What follows belongs to an exercise in optimizing a design on an open flow for small area, a short achievable clock period and few clock cycles per item; a production flow would make more cautious choices.
At most, simulation tests tie the RTL to the original design; equivalence was not proved.
Power figures rest on the tool's default switching activity, not on a simulated workload.

Setup of v6:
==> flow/design.v <==
`default_nettype none
package sus_pkg;
  localparam int CAPACITY = 16;
  localparam int CNT_W    = $clog2(CAPACITY + 1);
  localparam int VAL_W    = 32;
  localparam logic [1:0] KIND_SEARCH = 2'd0;
  localparam logic [1:0] KIND_INSERT = 2'd1;
  localparam logic [1:0] KIND_DELETE = 2'd2;
  localparam logic [1:0] KIND_SPARE  = 2'd3;
  localparam logic [1:0] ST_DONE  = 2'd0;
  localparam logic [1:0] ST_NOCHG = 2'd1;
  localparam logic [1:0] ST_FULL  = 2'd2;
  typedef logic [VAL_W-1:0] val_t;
  typedef logic [CNT_W-1:0] cnt_t;
endpackage
`default_nettype wire
`default_nettype none
module sus_cell (
  input  wire logic          clk,
  input  wire logic          vld_nxt,
  input  wire sus_pkg::val_t key,
  output logic               eq
);
  sus_pkg::val_t val_r;
  assign eq = (val_r == key);
  always_ff @(posedge clk) begin
    if (!vld_nxt) val_r <= key;
  end
endmodule
`default_nettype wire
`default_nettype none
module sorted_unique_set_engine (
  input  wire logic        clk,
  input  wire logic        rst_n,
  input  wire logic        in_valid,
  output logic             in_ready,
  input  wire logic [1:0]  in_kind,
  input  wire logic [31:0] in_value,
  output logic             out_valid,
  input  wire logic        out_ready,
  output logic             out_was_present,
  output logic [1:0]       out_status,
  output logic [4:0]       out_entry_count
);
  localparam int N = sus_pkg::CAPACITY;
  logic          rdy_r;
  logic          acc;
  logic          a_vld;
  logic [1:0]    a_kind;
  sus_pkg::val_t a_key;
  logic [N-1:0]  slot_vld;
  logic [N-1:0]  slot_vld_nxt;   
  logic [N-1:0]  eq_v;
  sus_pkg::cnt_t cnt_r;
  logic          b_vld;
  logic          b_ins, b_del;
  logic [N-1:0]  b_match;      
  logic          b_pre;        
  logic          b_same;       
  logic [N-1:0]  o_loc;        
  logic          o_after;      
  logic          a_pre, a_same;
  logic [N-1:0]  loc;          
  logic          present;
  logic          full;
  logic          do_ins, do_del;
  logic [N-1:0]  tgt;          
  logic [N-1:0]  spare;        
  logic [N-1:0]  spare_first;  
  logic [N-1:0]  tgt_nxt;
  sus_pkg::cnt_t cnt_nxt;
  logic [1:0]    status;
  logic [7:0]    res;
  assign in_ready = rdy_r;
  assign acc      = in_valid && rdy_r;
  for (genvar i = 0; i < N; i++) begin : g_cell
    sus_cell u_cell (
      .clk     (clk),
      .vld_nxt (slot_vld_nxt[i]),
      .key     (a_key),
      .eq      (eq_v[i])
    );
    if (i == 0) begin : g_first
      assign spare_first[i] = spare[i];
    end else begin : g_rest
      assign spare_first[i] = spare[i] && !(|spare[i-1:0]);
    end
  end
  assign a_pre  = |(eq_v & slot_vld);
  assign a_same = b_vld && ((|(eq_v & ~slot_vld)) || (|(eq_v & loc)));
  always_ff @(posedge clk) begin
    a_vld   <= rst_n && acc;
    a_kind  <= in_kind;
    a_key   <= in_value;
    b_vld   <= rst_n && a_vld;
    b_ins   <= a_kind == sus_pkg::KIND_INSERT;
    b_del   <= a_kind == sus_pkg::KIND_DELETE;
    b_match <= eq_v & slot_vld;
    b_pre   <= a_pre;
    b_same  <= a_same;
    o_loc   <= b_del ? '0 : (do_ins ? tgt : loc);
    o_after <= !b_del && (present || do_ins);
  end
  assign loc     = b_same ? o_loc : b_match;
  assign present = b_same ? o_after : b_pre;
  assign full    = cnt_r[sus_pkg::CNT_W-1];
  assign do_ins  = b_vld && b_ins && !present && !full;
  assign do_del  = b_vld && b_del && present;
  assign spare   = ~slot_vld & ~tgt;
  assign tgt_nxt = do_ins ? spare_first
                 : ((|tgt) ? tgt : ({N{b_vld && b_del}} & loc));
  assign slot_vld_nxt = (slot_vld & ~({N{b_vld && b_del}} & loc))
                      | ({N{do_ins}} & tgt);
  always_comb begin
    cnt_nxt = cnt_r;
    if (do_ins) cnt_nxt = cnt_r + 1'b1;
    if (do_del) cnt_nxt = cnt_r - 1'b1;
  end
  always_comb begin
    status = sus_pkg::ST_DONE;
    if (b_ins) begin
      if (present)   status = sus_pkg::ST_NOCHG;
      else if (full) status = sus_pkg::ST_FULL;
    end else if (b_del) begin
      if (!present)  status = sus_pkg::ST_NOCHG;
    end
  end
  assign res = {present, status, cnt_nxt};
  always_ff @(posedge clk) begin
    if (!rst_n) begin
      slot_vld <= '0;
      tgt      <= N'(1);
      cnt_r    <= '0;
    end else begin
      slot_vld <= slot_vld_nxt;
      tgt      <= tgt_nxt;
      cnt_r    <= cnt_nxt;
    end
  end
  localparam int D = 4;
  logic [D-1:0]       q_vld;
  logic [D-1:0][7:0]  q_dat;
  logic               pop;
  logic [D-1:0]       q_sh;      
  logic [D-1:0]       q_vld_nxt;
  assign pop  = q_vld[0] && out_ready;
  assign q_sh = pop ? {1'b0, q_vld[D-1:1]} : q_vld;
  assign q_vld_nxt = b_vld ? {q_sh[D-2:0], 1'b1} : q_sh;
  always_ff @(posedge clk) begin
    if (!rst_n) begin
      q_vld <= '0;
      rdy_r <= 1'b1;
    end else begin
      q_vld <= q_vld_nxt;
      rdy_r <= !q_vld_nxt[D-1]
            && !(q_vld_nxt[D-2] && (acc || a_vld))
            && !(q_vld_nxt[D-3] && acc && a_vld);
    end
  end
  for (genvar p = 0; p < D; p++) begin : g_q
    logic [7:0] nxt;    
    if (p < D - 1) begin : g_sh
      assign nxt = pop ? q_dat[p+1] : q_dat[p];
    end else begin : g_last
      assign nxt = q_dat[p];
    end
    always_ff @(posedge clk) begin
      q_dat[p] <= q_sh[p] ? nxt : res;
    end
  end
  assign out_valid       = q_vld[0];
  assign out_was_present = q_dat[0][7];
  assign out_status      = q_dat[0][6:5];
  assign out_entry_count = q_dat[0][4:0];
endmodule
`default_nettype wire
==> flow/config.mk <==
export PLATFORM = sky130hd
export DESIGN_NAME = sorted_unique_set_engine
export DESIGN_NICKNAME = sorted_unique_set_engine
export VERILOG_FILES = /design/flow/design.v
export SDC_FILE = /design/flow/constraint.sdc
export NUM_CORES = 4
export LEC_CHECK = 0
export ABC_AREA = 1
export CAP_MARGIN = 20
export CORE_MARGIN = 2
export CORE_UTILIZATION = 40
export SETUP_SLACK_MARGIN = 3.8
export SLEW_MARGIN = 20
==> flow/constraint.sdc <==
create_clock -name core_clock -period 6.0 [get_ports {clk}]
set_input_delay 1.2000 -clock core_clock [delete_from_list [all_inputs] [get_ports {clk}]]
set_output_delay 1.2000 -clock core_clock [all_outputs]
set_load 0.01 [all_outputs]
run.sh (not shown) runs the stock make flow with config.mk's settings and CLKGATE_MAP_FILE= SYNTH_SCRIPT=/design/flow/synth_recipe.tcl, a recipe that flattens the netlist after the stock synthesis.
The following lists how v7 was set up differently from v6:
-- flow/design.v --
<<< v6, line 65
  logic          full;
  logic          do_ins, do_del;
  logic [N-1:0]  tgt;          
  logic [N-1:0]  spare;        
  logic [N-1:0]  spare_first;  
  logic [N-1:0]  tgt_nxt;
  sus_pkg::cnt_t cnt_nxt;
  logic [1:0]    status;
>>> v7, line 65
  logic          full;
  logic          do_ins, do_del;
  logic [N-1:0]  first_free;
  sus_pkg::cnt_t cnt_nxt;
  logic [1:0]    status;
<<< v6, line 82
    );
    if (i == 0) begin : g_first
      assign spare_first[i] = spare[i];
    end else begin : g_rest
      assign spare_first[i] = spare[i] && !(|spare[i-1:0]);
    end
  end
>>> v7, line 79
    );
    if (i == 0) begin : g_first
      assign first_free[i] = !slot_vld[i];
    end else begin : g_rest
      assign first_free[i] = !slot_vld[i] && (&slot_vld[i-1:0]);
    end
  end
<<< v6, line 99
    b_pre   <= a_pre;
    b_same  <= a_same;
    o_loc   <= b_del ? '0 : (do_ins ? tgt : loc);
    o_after <= !b_del && (present || do_ins);
  end
>>> v7, line 96
    b_pre   <= a_pre;
    b_same  <= a_same;
    o_loc   <= b_del ? '0 : (do_ins ? first_free : loc);
    o_after <= !b_del && (present || do_ins);
  end
<<< v6, line 107
  assign do_ins  = b_vld && b_ins && !present && !full;
  assign do_del  = b_vld && b_del && present;
  assign spare   = ~slot_vld & ~tgt;
  assign tgt_nxt = do_ins ? spare_first
                 : ((|tgt) ? tgt : ({N{b_vld && b_del}} & loc));
  assign slot_vld_nxt = (slot_vld & ~({N{b_vld && b_del}} & loc))
                      | ({N{do_ins}} & tgt);
  always_comb begin
    cnt_nxt = cnt_r;
>>> v7, line 104
  assign do_ins  = b_vld && b_ins && !present && !full;
  assign do_del  = b_vld && b_del && present;
  assign slot_vld_nxt = (slot_vld & ~({N{b_vld && b_del}} & loc))
                      | ({N{do_ins}} & first_free);
  always_comb begin
    cnt_nxt = cnt_r;
<<< v6, line 130
    if (!rst_n) begin
      slot_vld <= '0;
      tgt      <= N'(1);
      cnt_r    <= '0;
    end else begin
      slot_vld <= slot_vld_nxt;
      tgt      <= tgt_nxt;
      cnt_r    <= cnt_nxt;
    end
>>> v7, line 124
    if (!rst_n) begin
      slot_vld <= '0;
      cnt_r    <= '0;
    end else begin
      slot_vld <= slot_vld_nxt;
      cnt_r    <= cnt_nxt;
    end
Findings:
v6: PASS, flow complete, no timing, DRC or antenna violations. v7: done, clean on timing, DRC and antenna. The lower worst hold slack of v6 and v7 is in v7. In the reports for v6 and v7, the larger post-layout worst setup margin belongs to v7. Count of antenna diodes in the layout (lower): v6. Cell area, v6 and v7, lower one = v7. v6 -> v7: count of state elements after synthesis decreased by a few percent. Diff v6 -> v7: routed length on met1 +about 10%, well-tap cell count -19, highest achievable clock rate +about 2.3%, utilization +1.4 points.
No functional check of the RTL was part of any run of this note.

---

## T
RTL: the design.v shown in full above, as it stands there.
==> flow/config.mk <==
export PLATFORM = sky130hd
export DESIGN_NAME = sorted_unique_set_engine
export DESIGN_NICKNAME = sorted_unique_set_engine
export VERILOG_FILES = /design/flow/design.v
export SDC_FILE = /design/flow/constraint.sdc
export NUM_CORES = 4
export LEC_CHECK = 0
export CAP_MARGIN = 20
export CORE_MARGIN = 2
export CORE_UTILIZATION = 40
export SETUP_SLACK_MARGIN = 3.8
export SLEW_MARGIN = 20
==> flow/constraint.sdc <==
create_clock -name core_clock -period 6.0 [get_ports {clk}]
set_input_delay 1.2000 -clock core_clock [delete_from_list [all_inputs] [get_ports {clk}]]
set_output_delay 1.2000 -clock core_clock [all_outputs]
set_load 0.01 [all_outputs]
## Diff of input files: S against T
--- a/flow/design.v
+++ b/flow/design.v
@@ -47,29 +47,21 @@
   logic          acc;
   logic          a_vld;
   logic [1:0]    a_kind;
   sus_pkg::val_t a_key;
   logic [N-1:0]  slot_vld;
-  logic [N-1:0]  slot_vld_nxt;   
+  logic [N-1:0]  slot_vld_nxt;
   logic [N-1:0]  eq_v;
   sus_pkg::cnt_t cnt_r;
   logic          b_vld;
   logic          b_ins, b_del;
   logic [N-1:0]  b_match;      
-  logic          b_pre;        
-  logic          b_same;       
-  logic [N-1:0]  o_loc;        
-  logic          o_after;      
-  logic          a_pre, a_same;
-  logic [N-1:0]  loc;          
   logic          present;
   logic          full;
   logic          do_ins, do_del;
-  logic [N-1:0]  tgt;          
-  logic [N-1:0]  spare;        
-  logic [N-1:0]  spare_first;  
-  logic [N-1:0]  tgt_nxt;
+  logic [N-1:0]  first_free;
+  logic [N-1:0]  hit;
   sus_pkg::cnt_t cnt_nxt;
   logic [1:0]    status;
   logic [7:0]    res;
   assign in_ready = rdy_r;
   assign acc      = in_valid && rdy_r;
@@ -79,40 +71,32 @@
       .vld_nxt (slot_vld_nxt[i]),
       .key     (a_key),
       .eq      (eq_v[i])
     );
     if (i == 0) begin : g_first
-      assign spare_first[i] = spare[i];
+      assign first_free[i] = !slot_vld[i];
     end else begin : g_rest
-      assign spare_first[i] = spare[i] && !(|spare[i-1:0]);
+      assign first_free[i] = !slot_vld[i] && (&slot_vld[i-1:0]);
     end
   end
-  assign a_pre  = |(eq_v & slot_vld);
-  assign a_same = b_vld && ((|(eq_v & ~slot_vld)) || (|(eq_v & loc)));
   always_ff @(posedge clk) begin
     a_vld   <= rst_n && acc;
     a_kind  <= in_kind;
     a_key   <= in_value;
     b_vld   <= rst_n && a_vld;
     b_ins   <= a_kind == sus_pkg::KIND_INSERT;
     b_del   <= a_kind == sus_pkg::KIND_DELETE;
-    b_match <= eq_v & slot_vld;
-    b_pre   <= a_pre;
-    b_same  <= a_same;
-    o_loc   <= b_del ? '0 : (do_ins ? tgt : loc);
-    o_after <= !b_del && (present || do_ins);
+    b_match <= eq_v;
   end
-  assign loc     = b_same ? o_loc : b_match;
-  assign present = b_same ? o_after : b_pre;
+  assign hit     = b_match & slot_vld;
+  assign present = |hit;
   assign full    = cnt_r[sus_pkg::CNT_W-1];
   assign do_ins  = b_vld && b_ins && !present && !full;
   assign do_del  = b_vld && b_del && present;
-  assign spare   = ~slot_vld & ~tgt;
-  assign tgt_nxt = do_ins ? spare_first
-                 : ((|tgt) ? tgt : ({N{b_vld && b_del}} & loc));
-  assign slot_vld_nxt = (slot_vld & ~({N{b_vld && b_del}} & loc))
-                      | ({N{do_ins}} & tgt);
+  assign slot_vld_nxt = rst_n ? ((slot_vld & ~({N{b_vld && b_del}} & hit))
+                               | ({N{b_vld && b_ins && !present}} & first_free))
+                              : '0;
   always_comb begin
     cnt_nxt = cnt_r;
     if (do_ins) cnt_nxt = cnt_r + 1'b1;
     if (do_del) cnt_nxt = cnt_r - 1'b1;
   end
@@ -125,18 +109,15 @@
       if (!present)  status = sus_pkg::ST_NOCHG;
     end
   end
   assign res = {present, status, cnt_nxt};
   always_ff @(posedge clk) begin
+    slot_vld <= slot_vld_nxt;
     if (!rst_n) begin
-      slot_vld <= '0;
-      tgt      <= N'(1);
-      cnt_r    <= '0;
+      cnt_r <= '0;
     end else begin
-      slot_vld <= slot_vld_nxt;
-      tgt      <= tgt_nxt;
-      cnt_r    <= cnt_nxt;
+      cnt_r <= cnt_nxt;
     end
   end
   localparam int D = 4;
   logic [D-1:0]       q_vld;
   logic [D-1:0][7:0]  q_dat;
==> comparison <==
T has lower period utilization than S.
Reported for T and S, clock-buffer cell count turned out identical to the last digit.
| number of gates resized after cts | S vs T | about 24% lower |
In the reports for T and S, the larger overall power consumption belongs to T.
[S vs T] pre-CTS worst setup slack: higher in S
Diff T -> S | synthesized cell count | decrease of 130
Compared with T, in S number of storage elements in the synthesis netlist has decreased, data arrival time of the worst path has increased, count of non-CTS inverters in the layout has decreased, final worst slack has decreased.
S — highest clock frequency the design can meet 2.2% lower, T as reference
In the tables for T and S, sequential power share reads lower with T.
S ends up with a first-pass GRT wire length that is about 14% lower than in T.
No run of this note included a check of the RTL's function; only the layout flow was run.

---

== 06-19 ==
Another version of the RTL of sorted_unique_set_engine (not shown whole).
Size: roughly 1700 cells after synthesis, ~640 flip-flops, about 48 I/O pins.
==> module sorted_unique_set_engine, before the edit <==
module sorted_unique_set_engine (
  input  wire logic        clk,
  input  wire logic        rst_n,
  input  wire logic        in_valid,
  output logic             in_ready,
  input  wire logic [1:0]  in_kind,
  input  wire logic [31:0] in_value,
  output logic             out_valid,
  input  wire logic        out_ready,
  output logic             out_was_present,
  output logic [1:0]       out_status,
  output logic [4:0]       out_entry_count
);
  localparam int N = sus_pkg::CAPACITY;
  logic          rdy_r;
  logic          acc;
  logic          a_vld;
  logic [1:0]    a_kind;
  sus_pkg::val_t a_key;
  logic [N-1:0]  slot_vld;
  logic [N-1:0]  slot_vld_nxt;   
  logic [N-1:0]  eq_v;
  sus_pkg::cnt_t cnt_r;
  logic          b_vld;
  logic          b_ins, b_del;
  logic [N-1:0]  b_match;      
  logic [N-1:0]  loc;          
  logic          present;
  logic          full;
  logic          do_ins, do_del;
  logic [N-1:0]  tgt;          
  logic [N-1:0]  spare;        
  logic [N-1:0]  spare_first;  
  logic [N-1:0]  tgt_nxt;
  sus_pkg::cnt_t cnt_nxt;
  logic [1:0]    status;
  logic [7:0]    res;
  assign in_ready = rdy_r;
  assign acc      = in_valid && rdy_r;
  for (genvar i = 0; i < N; i++) begin : g_cell
    sus_cell u_cell (
      .clk     (clk),
      .vld_nxt (slot_vld_nxt[i]),
      .key     (a_key),
      .eq      (eq_v[i])
    );
    if (i == 0) begin : g_first
      assign spare_first[i] = spare[i];
    end else begin : g_rest
      assign spare_first[i] = spare[i] && !(|spare[i-1:0]);
    end
  end
  always_ff @(posedge clk) begin
    a_vld   <= rst_n && acc;
    a_kind  <= in_kind;
    a_key   <= in_value;
    b_vld   <= rst_n && a_vld;
    b_ins   <= a_kind == sus_pkg::KIND_INSERT;
    b_del   <= a_kind == sus_pkg::KIND_DELETE;
    b_match <= eq_v & slot_vld_nxt;
  end
  assign loc     = b_match;
  assign present = |b_match;
  assign full    = cnt_r[sus_pkg::CNT_W-1];
  assign do_ins  = b_vld && b_ins && !present && !full;
  assign do_del  = b_vld && b_del && present;
  assign spare   = ~slot_vld & ~tgt;
  assign tgt_nxt = do_ins ? spare_first
                 : ((|tgt) ? tgt : ({N{b_vld && b_del}} & loc));
  assign slot_vld_nxt = (slot_vld & ~({N{b_vld && b_del}} & loc))
                      | ({N{do_ins}} & tgt);
  always_comb begin
    cnt_nxt = cnt_r;
    if (do_ins) cnt_nxt = cnt_r + 1'b1;
    if (do_del) cnt_nxt = cnt_r - 1'b1;
  end
  always_comb begin
    status = sus_pkg::ST_DONE;
    if (b_ins) begin
      if (present)   status = sus_pkg::ST_NOCHG;
      else if (full) status = sus_pkg::ST_FULL;
    end else if (b_del) begin
      if (!present)  status = sus_pkg::ST_NOCHG;
    end
  end
  assign res = {present, status, cnt_nxt};
  always_ff @(posedge clk) begin
    if (!rst_n) begin
      slot_vld <= '0;
      tgt      <= N'(1);
      cnt_r    <= '0;
    end else begin
      slot_vld <= slot_vld_nxt;
      tgt      <= tgt_nxt;
      cnt_r    <= cnt_nxt;
    end
  end
  localparam int D = 4;
  logic [D-1:0]       q_vld;
  logic [D-1:0][7:0]  q_dat;
  logic               pop;
  logic [D-1:0]       q_sh;      
  logic [D-1:0]       q_vld_nxt;
  assign pop  = q_vld[0] && out_ready;
  assign q_sh = pop ? {1'b0, q_vld[D-1:1]} : q_vld;
  assign q_vld_nxt = b_vld ? {q_sh[D-2:0], 1'b1} : q_sh;
  always_ff @(posedge clk) begin
    if (!rst_n) begin
      q_vld <= '0;
      rdy_r <= 1'b1;
    end else begin
      q_vld <= q_vld_nxt;
      rdy_r <= !q_vld_nxt[D-1]
            && !(q_vld_nxt[D-2] && (acc || a_vld))
            && !(q_vld_nxt[D-3] && acc && a_vld);
    end
  end
  for (genvar p = 0; p < D; p++) begin : g_q
    logic [7:0] nxt;    
    if (p < D - 1) begin : g_sh
      assign nxt = pop ? q_dat[p+1] : q_dat[p];
    end else begin : g_last
      assign nxt = q_dat[p];
    end
    always_ff @(posedge clk) begin
      q_dat[p] <= q_sh[p] ? nxt : res;
    end
  end
  assign out_valid       = q_vld[0];
  assign out_was_present = q_dat[0][7];
  assign out_status      = q_dat[0][6:5];
  assign out_entry_count = q_dat[0][4:0];
endmodule
export LEC_CHECK = 0
export CAP_MARGIN = 20
export CORE_MARGIN = 2
export CORE_UTILIZATION = 40
export SETUP_SLACK_MARGIN = 3.7
export SLEW_MARGIN = 20
create_clock -name core_clock -period 6.0 [get_ports {clk}]
standard.sh (not shown) runs the stock make flow with config.mk's settings and CLKGATE_MAP_FILE= SYNTH_SCRIPT=/design/flow/synth_recipe.tcl, a recipe that flattens the netlist after the stock synthesis.
==> flow/flow/run.sh <==
#!/bin/bash
# The standard layout (standard.sh) with two changes: clock tree synthesis
# uses larger sink clusters and no dummy loads, for a smaller clock tree; and
# the buffers that the standard flow puts on every input and output port are
# buf_2 cells instead of delay buffers. Everything else (synthesis, floorplan,
# power grid, placement, routing) is the standard flow's. make's full output
# goes to flow_make.log.
set -euo pipefail
CTS="-sink_clustering_enable -repair_clock_nets -sink_clustering_size 25 -sink_clustering_max_diameter 70 -dont_use_dummy_load"
BUF="-buffer_cell sky130_fd_sc_hd__buf_2"
sed "s|\"\${@:-finish}\"|CTS_ARGS=\"$CTS\" BUFFER_PORTS_ARGS=\"$BUF\" \"\${@:-finish}\"|" standard.sh > lean.sh
grep -q "CTS_ARGS=" lean.sh
bash lean.sh > flow_make.log 2>&1
Testbench counts of 06-19, summed over its fixed seeds: cycles 32,024, items 32,000.
For 10-07, these inputs were changed with respect to 06-19:
-- flow/design.v --
<<< 06-19, line 129
  localparam int D = 4;
  logic [D-1:0]       q_vld;
  logic [D-1:0][7:0]  q_dat;
  logic               pop;
  logic [D-1:0]       q_sh;      
  logic [D-1:0]       q_vld_nxt;
  assign pop  = q_vld[0] && out_ready;
  assign q_sh = pop ? {1'b0, q_vld[D-1:1]} : q_vld;
>>> 10-07, line 129
  localparam int D = 4;
  logic [D-1:0]       q_vld;
  logic [7:0]         h_dat;     
  logic [D-1:1][3:0]  q_dat;     
  logic               pop;
  logic [D-1:0]       q_sh;      
  logic [D-1:0]       q_vld_nxt;
  logic [3:0]         res_s;     
  logic [4:0]         nxt_cnt;   
  assign res_s = {res[7:5], do_ins || do_del};
  assign pop  = q_vld[0] && out_ready;
  assign q_sh = pop ? {1'b0, q_vld[D-1:1]} : q_vld;
<<< 06-19, line 147
    end
  end
  for (genvar p = 0; p < D; p++) begin : g_q
    logic [7:0] nxt;    
    if (p < D - 1) begin : g_sh
      assign nxt = pop ? q_dat[p+1] : q_dat[p];
>>> 10-07, line 151
    end
  end
  always_comb begin
    nxt_cnt = h_dat[4:0];
    if (q_dat[1][0]) nxt_cnt = q_dat[1][3] ? h_dat[4:0] - 1'b1 : h_dat[4:0] + 1'b1;
  end
  always_ff @(posedge clk) begin
    if (!q_sh[0])  h_dat <= res;
    else if (pop)  h_dat <= {q_dat[1][3:1], nxt_cnt};
  end
  for (genvar p = 1; p < D; p++) begin : g_q
    logic [3:0] nxt;    
    if (p < D - 1) begin : g_sh
      assign nxt = pop ? q_dat[p+1] : q_dat[p];
<<< 06-19, line 155
    end
    always_ff @(posedge clk) begin
      q_dat[p] <= q_sh[p] ? nxt : res;
    end
  end
  assign out_valid       = q_vld[0];
  assign out_was_present = q_dat[0][7];
  assign out_status      = q_dat[0][6:5];
  assign out_entry_count = q_dat[0][4:0];
endmodule
`default_nettype wire
>>> 10-07, line 167
    end
    always_ff @(posedge clk) begin
      q_dat[p] <= q_sh[p] ? nxt : res_s;
    end
  end
  assign out_valid       = q_vld[0];
  assign out_was_present = h_dat[7];
  assign out_status      = h_dat[6:5];
  assign out_entry_count = h_dat[4:0];
endmodule
`default_nettype wire
Notes after the runs:
Of 06-19 and 10-07, the run reporting the lower total power of the final layout was 10-07. Of 10-07 and 06-19, it is 10-07 that has the lower post-CTS resize count. 10-07 ended up with a lower critical path's largest stage delay than 06-19 did. Sort 06-19 and 10-07 by flip-flop and latch count asc -> top: 10-07. Summary of 10-07 over 06-19: net count reported at finish grew by 1.0%; multi-input gate share of total cell area now larger. Reported for 06-19 and 10-07, filler cell count in the final layout turned out identical to the last digit. Adder and majority cell fraction of the synthesized area for 10-07 is higher than for 06-19. The run showing the greater layout-stage area growth over the synthesis result is 10-07. Taking 06-19 as the reference, in 10-07 summed area of non-filler cells in the final layout went up, internal power component went down, power share of the combinational group moved up.
Testbench counts of 10-07, summed over its fixed seeds: cycles 32,024, items 32,000.

-- what the ideal ports hide --
No port has a modelled driver above. Below, the same layouts with a new extraction and two added sets of constraints.
Step 1 (the two cells are an assumption about what drives the block):
set clk [get_ports {clk}]
set_driving_cell -lib_cell sky130_fd_sc_hd__clkbuf_16 $clk
set_driving_cell -lib_cell sky130_fd_sc_hd__buf_2 [delete_from_list [all_inputs] $clk]
Step 2, shift: input delay + t, output delay - t, t = (earliest + latest rising clock arrival at the registers) / 2. This alone moves slack from input paths to output paths.
a / b / c = ideal ports / drivers / drivers and shift; a / b = the first two.
| run | shift t [ns] | slack for setup (ns) | worst setup path at the end |
|---|---|---|---|
| v6 | 0.671 | 3.650 / 3.589 / 3.263 | input to register |
| v7 | 0.664 | 3.702 / 3.641 / 3.354 | input to register |
| T | 0.681 | 3.643 / 3.578 / 3.306 | input to register |
| S | 0.653 | 3.590 / 3.590 / 3.213 | input to register |
| 06-19 | 0.618 | 3.639 / 3.581 / 3.306 | input to register |
| 10-07 | 0.621 | 3.700 / 3.639 / 3.289 | input to register |
After both steps every run listed still meets setup and hold. For 10-07, which loses most, drivers alone change the setup slack by -0.061 ns; drivers and shift together by -0.411 ns.
